What follows belongs to an exercise in optimizing a design on an open flow for small area; a production flow would make more cautious choices.
Only simulation tests tie the RTL to the original design; equivalence was not proved.
Power is estimated from default activity; no workload was simulated.

==> build 27: inputs <==
==> flow/design.v <==
module register_file #(
  parameter int unsigned DATA_WIDTH = 64,
  parameter int unsigned ADDR_WIDTH = 5,
  parameter int unsigned ZERO_REG   = 31
) (
  input  logic                  Clk,
  input  logic                  Reset,
  input  logic [ADDR_WIDTH-1:0] RA,
  input  logic [ADDR_WIDTH-1:0] RB,
  input  logic [ADDR_WIDTH-1:0] RW,
  input  logic                  RegWr,
  input  logic [DATA_WIDTH-1:0] BusW,
  output logic [DATA_WIDTH-1:0] BusA,
  output logic [DATA_WIDTH-1:0] BusB
);
  localparam int unsigned Depth = 2 ** ADDR_WIDTH;
  localparam logic [ADDR_WIDTH-1:0] ZeroAddr = ADDR_WIDTH'(ZERO_REG);
  logic [DATA_WIDTH-1:0] regs_q [Depth];
  logic                  wr_en;
  assign wr_en = RegWr && (RW != ZeroAddr);
  always_ff @(posedge Clk or posedge Reset) begin
    if (Reset) begin
      for (int i = 0; i < int'(Depth); i++) begin
        regs_q[i] <= '0;
      end
    end else if (wr_en) begin
      regs_q[RW] <= BusW;
    end
  end
  always_comb begin
    BusA = regs_q[RA];
    BusB = regs_q[RB];
    if (RA == ZeroAddr) BusA = '0;
    if (RB == ZeroAddr) BusB = '0;
  end
endmodule
==> flow/run.sh <==
#!/bin/bash
# synth_recipe.tcl (not shown) runs the flow's synth.tcl, then flattens the netlist and writes it again
# the make line also repeats each setting of config.mk as NAME=value (left out here)
make -C /OpenROAD-flow-scripts/flow DESIGN_CONFIG=/design/flow/config.mk WORK_HOME=/design/flow/orfs CLKGATE_MAP_FILE= SYNTH_SCRIPT=/design/flow/synth_recipe.tcl finish
==> flow/config.mk <==
export PLATFORM = sky130hd
export DESIGN_NAME = register_file
export DESIGN_NICKNAME = register_file
export VERILOG_FILES = /design/flow/design.v
export SDC_FILE = /design/flow/constraint.sdc
export NUM_CORES = 4
export LEC_CHECK = 0
export CAP_MARGIN = 20
export CORE_MARGIN = 2
export CORE_UTILIZATION = 25
export SLEW_MARGIN = 20
==> flow/constraint.sdc <==
create_clock -name core_clock -period 8.0 [get_ports {Clk}]
set_input_delay 1.6000 -clock core_clock [delete_from_list [all_inputs] [get_ports {Clk}]]
set_output_delay 1.6000 -clock core_clock [all_outputs]
set_load 0.01 [all_outputs]
==> build 88: changes against build 27 <==
==> flow/design.v, changed modules only <==
module rf_ao22 (
  input  logic a1, a2, b1, b2,
  output logic y
);
  assign y = (a1 & a2) | (b1 & b2);
endmodule
module rf_aoi222 (
  input  logic a1, a2, b1, b2, c1, c2,
  output logic y
);
  assign y = ~((a1 & a2) | (b1 & b2) | (c1 & c2));
endmodule
module rf_nand2 (
  input  logic a, b,
  output logic y
);
  assign y = ~(a & b);
endmodule
module rf_nand11 (
  input  logic [10:0] a,
  output logic        y
);
  assign y = ~&a;
endmodule
module rf_rdbit (
  input  logic [30:0] sel,
  input  logic [30:0] d,
  output logic        y
);
  logic [10:0] t;
  for (genvar k = 0; k < 10; k++) begin : g_aoi
    rf_aoi222 u_aoi (
      .a1(sel[3*k]),   .a2(d[3*k]),
      .b1(sel[3*k+1]), .b2(d[3*k+1]),
      .c1(sel[3*k+2]), .c2(d[3*k+2]),
      .y (t[k])
    );
  end
  rf_nand2 u_last (.a(sel[30]), .b(d[30]), .y(t[10]));
  rf_nand11 u_or (.a(t), .y(y));
endmodule
module register_file #(
  parameter int unsigned DATA_WIDTH = 64,
  parameter int unsigned ADDR_WIDTH = 5,
  parameter int unsigned ZERO_REG   = 31
) (
  input  logic                  Clk,
  input  logic                  Reset,
  input  logic [ADDR_WIDTH-1:0] RA,
  input  logic [ADDR_WIDTH-1:0] RB,
  input  logic [ADDR_WIDTH-1:0] RW,
  input  logic                  RegWr,
  input  logic [DATA_WIDTH-1:0] BusW,
  output logic [DATA_WIDTH-1:0] BusA,
  output logic [DATA_WIDTH-1:0] BusB
);
  localparam int unsigned NRegs = 31;   
  logic [NRegs-1:0]                 valid_q;
  logic [NRegs-1:0][DATA_WIDTH-1:0] regs_q;
  logic [NRegs-1:0][DATA_WIDTH-1:0] regs_d;
  logic [NRegs-1:0]                 we, we_n;
  logic [NRegs-1:0]                 sel_a, sel_b;
  for (genvar i = 0; i < NRegs; i++) begin : g_dec
    assign we[i]    = RegWr && (RW == ADDR_WIDTH'(i));
    assign we_n[i]  = ~we[i];
    assign sel_a[i] = valid_q[i] && (RA == ADDR_WIDTH'(i));
    assign sel_b[i] = valid_q[i] && (RB == ADDR_WIDTH'(i));
  end
  always_ff @(posedge Clk or posedge Reset) begin
    if (Reset) valid_q <= '0;
    else       valid_q <= valid_q | we;
  end
  for (genvar i = 0; i < NRegs; i++) begin : g_reg
    for (genvar b = 0; b < DATA_WIDTH; b++) begin : g_bit
      rf_ao22 u_hold (
        .a1(we[i]),   .a2(BusW[b]),
        .b1(we_n[i]), .b2(regs_q[i][b]),
        .y (regs_d[i][b])
      );
    end
  end
  always_ff @(posedge Clk) begin
    regs_q <= regs_d;
  end
  for (genvar b = 0; b < DATA_WIDTH; b++) begin : g_rd
    logic [NRegs-1:0] col;
    for (genvar i = 0; i < NRegs; i++) begin : g_col
      assign col[i] = regs_q[i][b];
    end
    rf_rdbit u_a (.sel(sel_a), .d(col), .y(BusA[b]));
    rf_rdbit u_b (.sel(sel_b), .d(col), .y(BusB[b]));
  end
endmodule
==> flow/flow/run.sh (new file) <==
#!/bin/bash
set -o pipefail
export BUFFER_PORTS_ARGS="-buffer_cell sky130_fd_sc_hd__buf_1"
export PLACE_PINS_ARGS="-exclude right:*"
export CTS_ARGS="-sink_clustering_enable -repair_clock_nets -dont_use_dummy_load -sink_clustering_size 20 -sink_clustering_max_diameter 60 -buf_list {sky130_fd_sc_hd__clkbuf_16}"
bash standard.sh > standard.log 2>&1
==> flow/standard.sh (new file) <==
#!/bin/bash
# synth_recipe.tcl (not shown) runs the flow's synth.tcl, then flattens the netlist and writes it again
# the make line also repeats each setting of config.mk as NAME=value (left out here)
make -C /OpenROAD-flow-scripts/flow DESIGN_CONFIG=/design/flow/config.mk WORK_HOME=/design/flow/orfs CLKGATE_MAP_FILE= SYNTH_SCRIPT=/design/flow/synth_recipe.tcl "${@:-finish}"
- CORE_UTILIZATION: 25 -> 35
- PLACE_DENSITY: not set -> 0.42
- SYNTH_HIERARCHICAL: not set -> 1
- SYNTH_MINIMUM_KEEP_SIZE: not set -> 0
removed: flow/run.sh
==> trial 94: changes against build 27 <==
==> flow/design.v, changed modules only <==
module rf_ao22 (
  input  logic a1, a2, b1, b2,
  output logic y
);
  assign y = (a1 & a2) | (b1 & b2);
endmodule
module rf_aoi222 (
  input  logic a1, a2, b1, b2, c1, c2,
  output logic y
);
  assign y = ~((a1 & a2) | (b1 & b2) | (c1 & c2));
endmodule
module rf_nand2 (
  input  logic a, b,
  output logic y
);
  assign y = ~(a & b);
endmodule
module rf_nand11 (
  input  logic [10:0] a,
  output logic        y
);
  assign y = ~&a;
endmodule
module rf_rdbit (
  input  logic [30:0] sel,
  input  logic [30:0] d,
  output logic        y
);
  logic [10:0] t;
  for (genvar k = 0; k < 10; k++) begin : g_aoi
    rf_aoi222 u_aoi (
      .a1(sel[3*k]),   .a2(d[3*k]),
      .b1(sel[3*k+1]), .b2(d[3*k+1]),
      .c1(sel[3*k+2]), .c2(d[3*k+2]),
      .y (t[k])
    );
  end
  rf_nand2 u_last (.a(sel[30]), .b(d[30]), .y(t[10]));
  rf_nand11 u_or (.a(t), .y(y));
endmodule
module register_file #(
  parameter int unsigned DATA_WIDTH = 64,
  parameter int unsigned ADDR_WIDTH = 5,
  parameter int unsigned ZERO_REG   = 31
) (
  input  logic                  Clk,
  input  logic                  Reset,
  input  logic [ADDR_WIDTH-1:0] RA,
  input  logic [ADDR_WIDTH-1:0] RB,
  input  logic [ADDR_WIDTH-1:0] RW,
  input  logic                  RegWr,
  input  logic [DATA_WIDTH-1:0] BusW,
  output logic [DATA_WIDTH-1:0] BusA,
  output logic [DATA_WIDTH-1:0] BusB
);
  localparam int unsigned NRegs = 31;   
  logic [NRegs-1:0]                 valid_q;
  logic [NRegs-1:0][DATA_WIDTH-1:0] regs_q;
  logic [NRegs-1:0][DATA_WIDTH-1:0] regs_d;
  logic [NRegs-1:0]                 we, we_n;
  logic [NRegs-1:0]                 sel_a, sel_b;
  for (genvar i = 0; i < NRegs; i++) begin : g_dec
    assign we[i]    = RegWr && (RW == ADDR_WIDTH'(i));
    assign we_n[i]  = ~we[i];
    assign sel_a[i] = valid_q[i] && (RA == ADDR_WIDTH'(i));
    assign sel_b[i] = valid_q[i] && (RB == ADDR_WIDTH'(i));
  end
  always_ff @(posedge Clk or posedge Reset) begin
    if (Reset) valid_q <= '0;
    else       valid_q <= valid_q | we;
  end
  for (genvar i = 0; i < NRegs; i++) begin : g_reg
    for (genvar b = 0; b < DATA_WIDTH; b++) begin : g_bit
      rf_ao22 u_hold (
        .a1(we[i]),   .a2(BusW[b]),
        .b1(we_n[i]), .b2(regs_q[i][b]),
        .y (regs_d[i][b])
      );
    end
  end
  always_ff @(posedge Clk) begin
    regs_q <= regs_d;
  end
  for (genvar b = 0; b < DATA_WIDTH; b++) begin : g_rd
    logic [NRegs-1:0] col;
    for (genvar i = 0; i < NRegs; i++) begin : g_col
      assign col[i] = regs_q[i][b];
    end
    rf_rdbit u_a (.sel(sel_a), .d(col), .y(BusA[b]));
    rf_rdbit u_b (.sel(sel_b), .d(col), .y(BusB[b]));
  end
endmodule
==> flow/flow/run.sh (new file) <==
#!/bin/bash
set -o pipefail
export BUFFER_PORTS_ARGS="-buffer_cell sky130_fd_sc_hd__buf_1"
export PLACE_PINS_ARGS="-exclude right:*"
export CTS_ARGS="-sink_clustering_enable -repair_clock_nets -dont_use_dummy_load -sink_clustering_size 16 -sink_clustering_max_diameter 80 -buf_list {sky130_fd_sc_hd__clkbuf_16 sky130_fd_sc_hd__clkbuf_8} -root_buf sky130_fd_sc_hd__clkbuf_16 -tree_buf sky130_fd_sc_hd__clkbuf_16 -sink_clustering_buffer sky130_fd_sc_hd__clkbuf_8"
bash standard.sh > standard.log 2>&1
==> flow/standard.sh (new file) <==
#!/bin/bash
# synth_recipe.tcl (not shown) runs the flow's synth.tcl, then flattens the netlist and writes it again
# the make line also repeats each setting of config.mk as NAME=value (left out here)
make -C /OpenROAD-flow-scripts/flow DESIGN_CONFIG=/design/flow/config.mk WORK_HOME=/design/flow/orfs CLKGATE_MAP_FILE= SYNTH_SCRIPT=/design/flow/synth_recipe.tcl "${@:-finish}"
- CAP_MARGIN: 20 -> 10
- CORE_UTILIZATION: 25 -> 35
- PLACE_DENSITY: not set -> 0.42
- SLEW_MARGIN: 20 -> 10
- SYNTH_HIERARCHICAL: not set -> 1
- SYNTH_MINIMUM_KEEP_SIZE: not set -> 0
removed: flow/run.sh
==> results.txt <==
Met1 GRT Util: build 88 51.98%; build 27 31.04%; trial 94 52.61%
Fraction of power consumed by combinational cells: build 88 12.3%; build 27 14.9%; trial 94 13.6%
Number of flip-flops and latches: build 88 2015; build 27 1984; trial 94 2015
Placer Congestion: build 88 0.8662; build 27 0.9588; trial 94 0.8662
Setup Slack @ Placement: build 88 1.448 ns; build 27 0.6750 ns; trial 94 1.449 ns
Routed WL: build 88 460700 µm; build 27 530400 µm; trial 94 461400 µm
Power share of the clock group: build 88 31.8%; build 27 36.3%; trial 94 24.6%
Slack of the worst reg-to-reg path: build 88 7.27 ns; build 27 6.95 ns; trial 94 7.27 ns
Flop pwr share: build 88 55.9%; build 27 48.8%; trial 94 61.8%
Clk Latency, worst-skew pair: build 88 0.81 ns; build 27 0.96 ns; trial 94 0.78 ns
Area occupied by multi-input gates: build 88 35740 µm²; build 27 45100 µm²; trial 94 35740 µm²
Synthesized area per cell: build 88 12.30 µm²; build 27 11.86 µm²; trial 94 12.30 µm²
Number of sinks on the clock net: build 88 2015; build 27 1984; trial 94 2015
Instance count on the critical path: build 88 8; build 27 9; trial 94 8
Number of antenna violations at the first check in global routing: build 88 35; build 27 82; trial 94 36
Cell Pwr Density: build 88 278.4 nW/µm²; build 27 249.4 nW/µm²; trial 94 258.4 nW/µm²
Outcome: build 88 timing/DRC/antenna clean; build 27 timing/DRC/antenna clean; trial 94 timing/DRC/antenna clean
Number of cell rows: build 88 170; build 27 229; trial 94 170

[separate check: timing with driven ports]
The flow's constraints put no driver on any port. The routed layouts listed below were extracted and timed again, unchanged, in two steps.
Step 1, drivers: a clkbuf_16 drives Clk and a buf_2 each remaining input, both assumed.
Step 2, shift: input delay + t, output delay - t, t = (earliest + latest rising clock arrival at the registers) / 2. This alone moves slack from input paths to output paths.
Slacks: ideal / step 1 / step 2; pairs: ideal / step 1.
run	t (ns)	slack for setup (ns)	worst setup path at the end	latest minus earliest clock arrival (ns)	worst data-port slew with drivers (ns)
build 27	1.029	0.167 / -0.006 / -0.006	input to output	0.081 / 0.082	0.38
build 88	0.926	1.321 / 1.298 / 1.298	input to output	0.060 / 0.060	0.05
trial 94	0.889	1.239 / 1.214 / 1.214	input to output	0.085 / 0.085	0.06
Met with ideal ports but missed after step 2: setup timing in build 27. For build 27, which loses most, drivers alone change the setup slack by -0.173 ns; drivers and shift together by -0.173 ns.
